What follows belongs to an exercise in optimizing a design on an open flow for small area and a short achievable clock period; a production flow would make more cautious choices.
In this exercise RTL edits were held to simulation tests only and were not proved equivalent to the original.
Power is estimated from default activity; no workload was simulated.

## run F
## beam_topk_sort
module beam_topk_sort #(
    parameter int NBEAM_IN = 64,
    parameter int BEAM     = 16,
    parameter int PWR_W    = 32
) (
    input  logic                        i_clk,
    input  logic                        i_reset_n,
    input  logic                        i_pwr_vld,
    input  logic                        i_pwr_sop,
    input  logic [PWR_W-1:0]            i_pwr_data,
    output logic [BEAM-1:0][7:0]        o_beam_idx,
    output logic [BEAM-1:0][PWR_W-1:0]  o_beam_pwr,
    output logic                        o_rbg_load,
    output logic                        o_busy,
    output logic                        o_err_sop
);
    localparam int IW = 6;                        
    localparam logic [IW-1:0] CNT_LAST_C = IW'(NBEAM_IN - 1);
    localparam int HW = PWR_W / 2;               
    logic            collect_r;      
    logic            flush_r;        
    logic [IW-1:0]   last_r;         
    logic            rbg_load_r;
    logic            err_sop_r;
    logic start_s, beam_s, take_s, acc_s;
    assign start_s = i_pwr_vld &  i_pwr_sop;
    assign beam_s  = i_pwr_vld & ~i_pwr_sop;
    assign take_s  = beam_s & collect_r;          
    assign acc_s   = start_s | take_s;            
    always_ff @(posedge i_clk) begin
        if (!i_reset_n) begin
            collect_r  <= 1'b0;
            flush_r    <= 1'b0;
            last_r     <= '0;
            rbg_load_r <= 1'b0;
            err_sop_r  <= 1'b0;
        end else begin
            rbg_load_r <= flush_r;
            err_sop_r  <= (start_s & collect_r) | (beam_s & ~collect_r);
            if (start_s) begin
                collect_r <= 1'b1;
                flush_r   <= 1'b0;
                last_r    <= '0;
            end else if (take_s) begin
                last_r    <= last_r + IW'(1);
                if (last_r == CNT_LAST_C - IW'(1)) begin
                    collect_r <= 1'b0;
                    flush_r   <= 1'b1;
                end else begin
                    flush_r   <= 1'b0;
                end
            end else begin
                flush_r   <= 1'b0;
            end
        end
    end
  ...
Settings: LEC_CHECK=0, CAP_MARGIN=20, CORE_MARGIN=2, CORE_UTILIZATION=50, SETUP_SLACK_MARGIN=1.8, SLEW_MARGIN=20, SYNTH_HIERARCHICAL=1, TNS_END_PERCENT=5; clock period 4.0 ns.
standard.sh (not shown) runs the stock make flow with config.mk's settings and CLKGATE_MAP_FILE= SYNTH_SCRIPT=/design/flow/synth_recipe.tcl, a recipe that flattens the netlist after the stock synthesis.
==> flow/flow/run.sh <==
#!/bin/bash
set -euo pipefail
bash standard.sh BUFFER_PORTS_ARGS="-buffer_cell sky130_fd_sc_hd__buf_2" finish > standard_flow.log 2>&1
Run F went all the way through synthesis, placement and routing and the layout is clean on timing, DRC and antenna.
--- input diff run F..run K ---
Settings: CORE_UTILIZATION changed from 50 to 55; SETUP_SLACK_MARGIN changed from 1.8 to 2.0.
Notes after the runs:
Relative to run F, area added between synthesis and finish increased by 4.2 points in run K.
Going from run F to run K, fraction of area in clock buffers and inverters saw little to no change; wire length of the first global-routing pass fell by about 1%.
From run F to run K the numbers moved as follows: count of maximum capacitance violations held; critical path depth essentially unchanged; number of buffers inserted by post-CTS setup repair shows an increase of about 70%.
Run F has lower storage element area than run K.

========
The RTL this note starts from:
==> flow/design.v <==
module beam_topk_sort #(
    parameter int NBEAM_IN = 64,
    parameter int BEAM     = 16,
    parameter int PWR_W    = 32
) (
    input  logic                        i_clk,
    input  logic                        i_reset_n,
    input  logic                        i_pwr_vld,
    input  logic                        i_pwr_sop,
    input  logic [PWR_W-1:0]            i_pwr_data,
    output logic [BEAM-1:0][7:0]        o_beam_idx,
    output logic [BEAM-1:0][PWR_W-1:0]  o_beam_pwr,
    output logic                        o_rbg_load,
    output logic                        o_busy,
    output logic                        o_err_sop
);
    localparam int IW = 6;                        
    localparam logic [IW-1:0] CNT_LAST_C = IW'(NBEAM_IN - 1);
    localparam int HW = PWR_W / 2;               
    logic            collect_r;      
    logic            flush_r;        
    logic [IW-1:0]   last_r;         
    logic            rbg_load_r;
    logic            err_sop_r;
    logic start_s, beam_s, take_s, acc_s;
    assign start_s = i_pwr_vld &  i_pwr_sop;
    assign beam_s  = i_pwr_vld & ~i_pwr_sop;
    assign take_s  = beam_s & collect_r;          
    assign acc_s   = start_s | take_s;            
    always_ff @(posedge i_clk) begin
        if (!i_reset_n) begin
            collect_r  <= 1'b0;
            flush_r    <= 1'b0;
            last_r     <= '0;
            rbg_load_r <= 1'b0;
            err_sop_r  <= 1'b0;
        end else begin
            rbg_load_r <= flush_r;
            err_sop_r  <= (start_s & collect_r) | (beam_s & ~collect_r);
            if (start_s) begin
                collect_r <= 1'b1;
                flush_r   <= 1'b0;
                last_r    <= '0;
            end else if (take_s) begin
                last_r    <= last_r + IW'(1);
                if (last_r == CNT_LAST_C - IW'(1)) begin
                    collect_r <= 1'b0;
                    flush_r   <= 1'b1;
                end else begin
                    flush_r   <= 1'b0;
                end
            end else begin
                flush_r   <= 1'b0;
            end
        end
    end
    logic [BEAM-1:0][PWR_W-1:0] list_pwr_r;
    logic [BEAM-1:0][IW-1:0]    list_idx_r;
    logic [BEAM-1:0]            list_vld_r;   
    logic [PWR_W-1:0]           smp_pwr_r;    
    logic [BEAM-1:0]            hi_gt_r, hi_eq_r, lo_ge_r;
    logic                       smp_acc_r;    
    logic [BEAM-1:0] ge_s;            
    always_comb begin
        for (int i = 0; i < BEAM; i++)
            ge_s[i] = ~smp_acc_r |
                      (list_vld_r[i] & (hi_gt_r[i] | (hi_eq_r[i] & lo_ge_r[i])));
    end
    logic [BEAM-1:0][PWR_W-1:0] ins_pwr_s;
    logic [BEAM-1:0][IW-1:0]    ins_idx_s;
    logic [BEAM-1:0]            ins_vld_s;
    for (genvar i = 0; i < BEAM; i++) begin : g_ins
        if (i == 0) begin : g_first
            assign ins_pwr_s[i] = ge_s[i] ? list_pwr_r[i] : smp_pwr_r;
            assign ins_idx_s[i] = ge_s[i] ? list_idx_r[i] : last_r;
        end else begin : g_rest
            beam_topk_ins #(.W(PWR_W + IW)) u_ins (
                .keep (ge_s[i]),
                .take (ge_s[i-1] & ~ge_s[i]),
                .up_s (~ge_s[i-1]),
                .own  ({list_pwr_r[i],   list_idx_r[i]}),
                .smp  ({smp_pwr_r,       last_r}),
                .up   ({list_pwr_r[i-1], list_idx_r[i-1]}),
                .d    ({ins_pwr_s[i],    ins_idx_s[i]})
            );
        end
    end
    always_comb begin
        if (start_s)
            ins_vld_s = '0;
        else if (ge_s[BEAM-1])
            ins_vld_s = list_vld_r;
        else
            ins_vld_s = {list_vld_r[BEAM-2:0], 1'b1};
    end
    logic [BEAM:0]   in_gt_s, in_eq_s, in_ge_s;
    logic [BEAM-1:0] nx_gt_s, nx_eq_s, nx_ge_s;
    always_comb begin
        for (int i = 0; i < BEAM; i++) begin
            in_gt_s[i] = list_pwr_r[i][PWR_W-1:HW] >  i_pwr_data[PWR_W-1:HW];
            in_eq_s[i] = list_pwr_r[i][PWR_W-1:HW] == i_pwr_data[PWR_W-1:HW];
            in_ge_s[i] = list_pwr_r[i][HW-1:0]     >= i_pwr_data[HW-1:0];
        end
        in_gt_s[BEAM] = smp_pwr_r[PWR_W-1:HW] >  i_pwr_data[PWR_W-1:HW];
        in_eq_s[BEAM] = smp_pwr_r[PWR_W-1:HW] == i_pwr_data[PWR_W-1:HW];
        in_ge_s[BEAM] = smp_pwr_r[HW-1:0]     >= i_pwr_data[HW-1:0];
        for (int i = 0; i < BEAM; i++) begin
            if (ge_s[i]) begin
                nx_gt_s[i] = in_gt_s[i];
                nx_eq_s[i] = in_eq_s[i];
                nx_ge_s[i] = in_ge_s[i];
            end else if (i == 0 || ge_s[(i == 0) ? 0 : i-1]) begin
                nx_gt_s[i] = in_gt_s[BEAM];
                nx_eq_s[i] = in_eq_s[BEAM];
                nx_ge_s[i] = in_ge_s[BEAM];
            end else begin
                nx_gt_s[i] = in_gt_s[(i == 0) ? 0 : i-1];
                nx_eq_s[i] = in_eq_s[(i == 0) ? 0 : i-1];
                nx_ge_s[i] = in_ge_s[(i == 0) ? 0 : i-1];
            end
        end
    end
    always_ff @(posedge i_clk) begin
        list_pwr_r <= ins_pwr_s;
        list_idx_r <= ins_idx_s;
        list_vld_r <= ins_vld_s;
        smp_pwr_r  <= i_pwr_data;
        smp_acc_r  <= acc_s;
        hi_gt_r    <= nx_gt_s;
        hi_eq_r    <= nx_eq_s;
        lo_ge_r    <= nx_ge_s;
    end
    logic [BEAM-1:0][IW-1:0]    beam_idx_r, beam_idx_s;
    logic [BEAM-1:0][PWR_W-1:0] beam_pwr_r, beam_pwr_s;
    logic                       out_ld_s, out_hd_s, out_rs_s;
    assign out_ld_s = i_reset_n &  flush_r;
    assign out_hd_s = i_reset_n & ~flush_r;
    assign out_rs_s = ~i_reset_n;
    for (genvar i = 0; i < BEAM; i++) begin : g_out
        for (genvar b = 0; b < PWR_W; b++) begin : g_pwr
            beam_topk_hold0 u_h (.ld(out_ld_s), .hd(out_hd_s),
                                 .n(ins_pwr_s[i][b]), .q(beam_pwr_r[i][b]),
                                 .d(beam_pwr_s[i][b]));
        end
        for (genvar b = 0; b < IW; b++) begin : g_idx
            if (((i >> b) & 1) != 0) begin : g_one
                beam_topk_hold1 u_h (.ld(out_ld_s), .hd(out_hd_s), .rs(out_rs_s),
                                     .n(ins_idx_s[i][b]), .q(beam_idx_r[i][b]),
                                     .d(beam_idx_s[i][b]));
            end else begin : g_zero
                beam_topk_hold0 u_h (.ld(out_ld_s), .hd(out_hd_s),
                                     .n(ins_idx_s[i][b]), .q(beam_idx_r[i][b]),
                                     .d(beam_idx_s[i][b]));
            end
        end
    end
    always_ff @(posedge i_clk) begin
        beam_idx_r <= beam_idx_s;
        beam_pwr_r <= beam_pwr_s;
    end
    always_comb begin
        for (int i = 0; i < BEAM; i++)
            o_beam_idx[i] = {{(8-IW){1'b0}}, beam_idx_r[i]};
    end
    assign o_beam_pwr = beam_pwr_r;
    assign o_rbg_load = rbg_load_r;
    assign o_busy     = collect_r;
    assign o_err_sop  = err_sop_r;
endmodule
module beam_topk_ins #(
    parameter int W = 38
) (
    input  logic         keep,
    input  logic         take,
    input  logic         up_s,
    input  logic [W-1:0] own,
    input  logic [W-1:0] smp,
    input  logic [W-1:0] up,
    output logic [W-1:0] d
);
    assign d = ({W{keep}} & own) | ({W{take}} & smp) | ({W{up_s}} & up);
endmodule
module beam_topk_hold0 (
    input  logic ld,
    input  logic hd,
    input  logic n,
    input  logic q,
    output logic d
);
    assign d = (ld & n) | (hd & q);
endmodule
module beam_topk_hold1 (
    input  logic ld,
    input  logic hd,
    input  logic rs,
    input  logic n,
    input  logic q,
    output logic d
);
    assign d = (ld & n) | (hd & q) | rs;
endmodule
export LEC_CHECK = 0
export CAP_MARGIN = 20
export CORE_MARGIN = 2
export CORE_UTILIZATION = 55
export SETUP_SLACK_MARGIN = 1.9
export SLEW_MARGIN = 20
export SYNTH_HIERARCHICAL = 1
export TNS_END_PERCENT = 5
create_clock -name core_clock -period 4.0 [get_ports {i_clk}]
Scripts as last shown in full above: flow/flow/run.sh
Rerun with:
--- a/flow/config.mk
+++ b/flow/config.mk
@@ -11 +11 @@
-export SETUP_SLACK_MARGIN = 1.9
+export SETUP_SLACK_MARGIN = 1.8
- core utilization fell by 0.92 points
- cell area is lower by 1.3%
- global-route usage came out lower by 0.61 points
- power decreases by 0.55%
- die area stays the same
- critical path depth does not change
- maximum frequency falls by 1.1%
- clock-buffer cell count stays the same
Rerun with:
--- a/flow/config.mk
+++ b/flow/config.mk
@@ -14 +13,0 @@
-export TNS_END_PERCENT = 5
Outcome:
- The new run ran to the end with no violations
- synthesized cell count stays the same
- combinational power grows by about 9%
- non-clock buffer count rises by 91
- worst setup slack is worse by 5.7 ps
- flip-flop and latch count does not change
- synthesized area does not change
- routed wire length is higher by about 4%
- global-route usage came out higher by 0.71 points

-- re-timing with driven ports --
The results above use ideal ports. As a check the final layouts listed here were re-extracted and re-timed, cells and wires unchanged.
Step 1 sets driving cells, clkbuf_16 on the clock port and buf_2 on the other inputs (assumed; they add their load-dependent delay and slew).
Step 2 moves the port delays by t, midway between the first and last clock arrival at a register: inputs arrive t later, outputs are due t later. That takes back most of the time a late clock gives input paths.
a / b / c = no drivers / after step 1 / after step 2; a / b = the first two.
run | t (ns) | setup WS [ns] | slew at the worst register clock pin (ns)
run F | 0.829 | 1.658 / 1.637 / 0.881 | 0.07 / 0.07
run K | 0.828 | 1.734 / 1.761 / 0.933 | 0.07 / 0.07
the first run of note 2 | 0.821 | 1.732 / 1.728 / 0.952 | 0.07 / 0.07
the second run of note 2 | 0.819 | 1.708 / 1.646 / 0.946 | 0.07 / 0.07
the third run of note 2 | 0.829 | 1.702 / 1.702 / 0.944 | 0.07 / 0.07
After both steps setup and hold are still met in every run listed. The setup slack of run K, which loses most, moves by +0.027 ns with the drivers and by -0.801 ns with both steps.
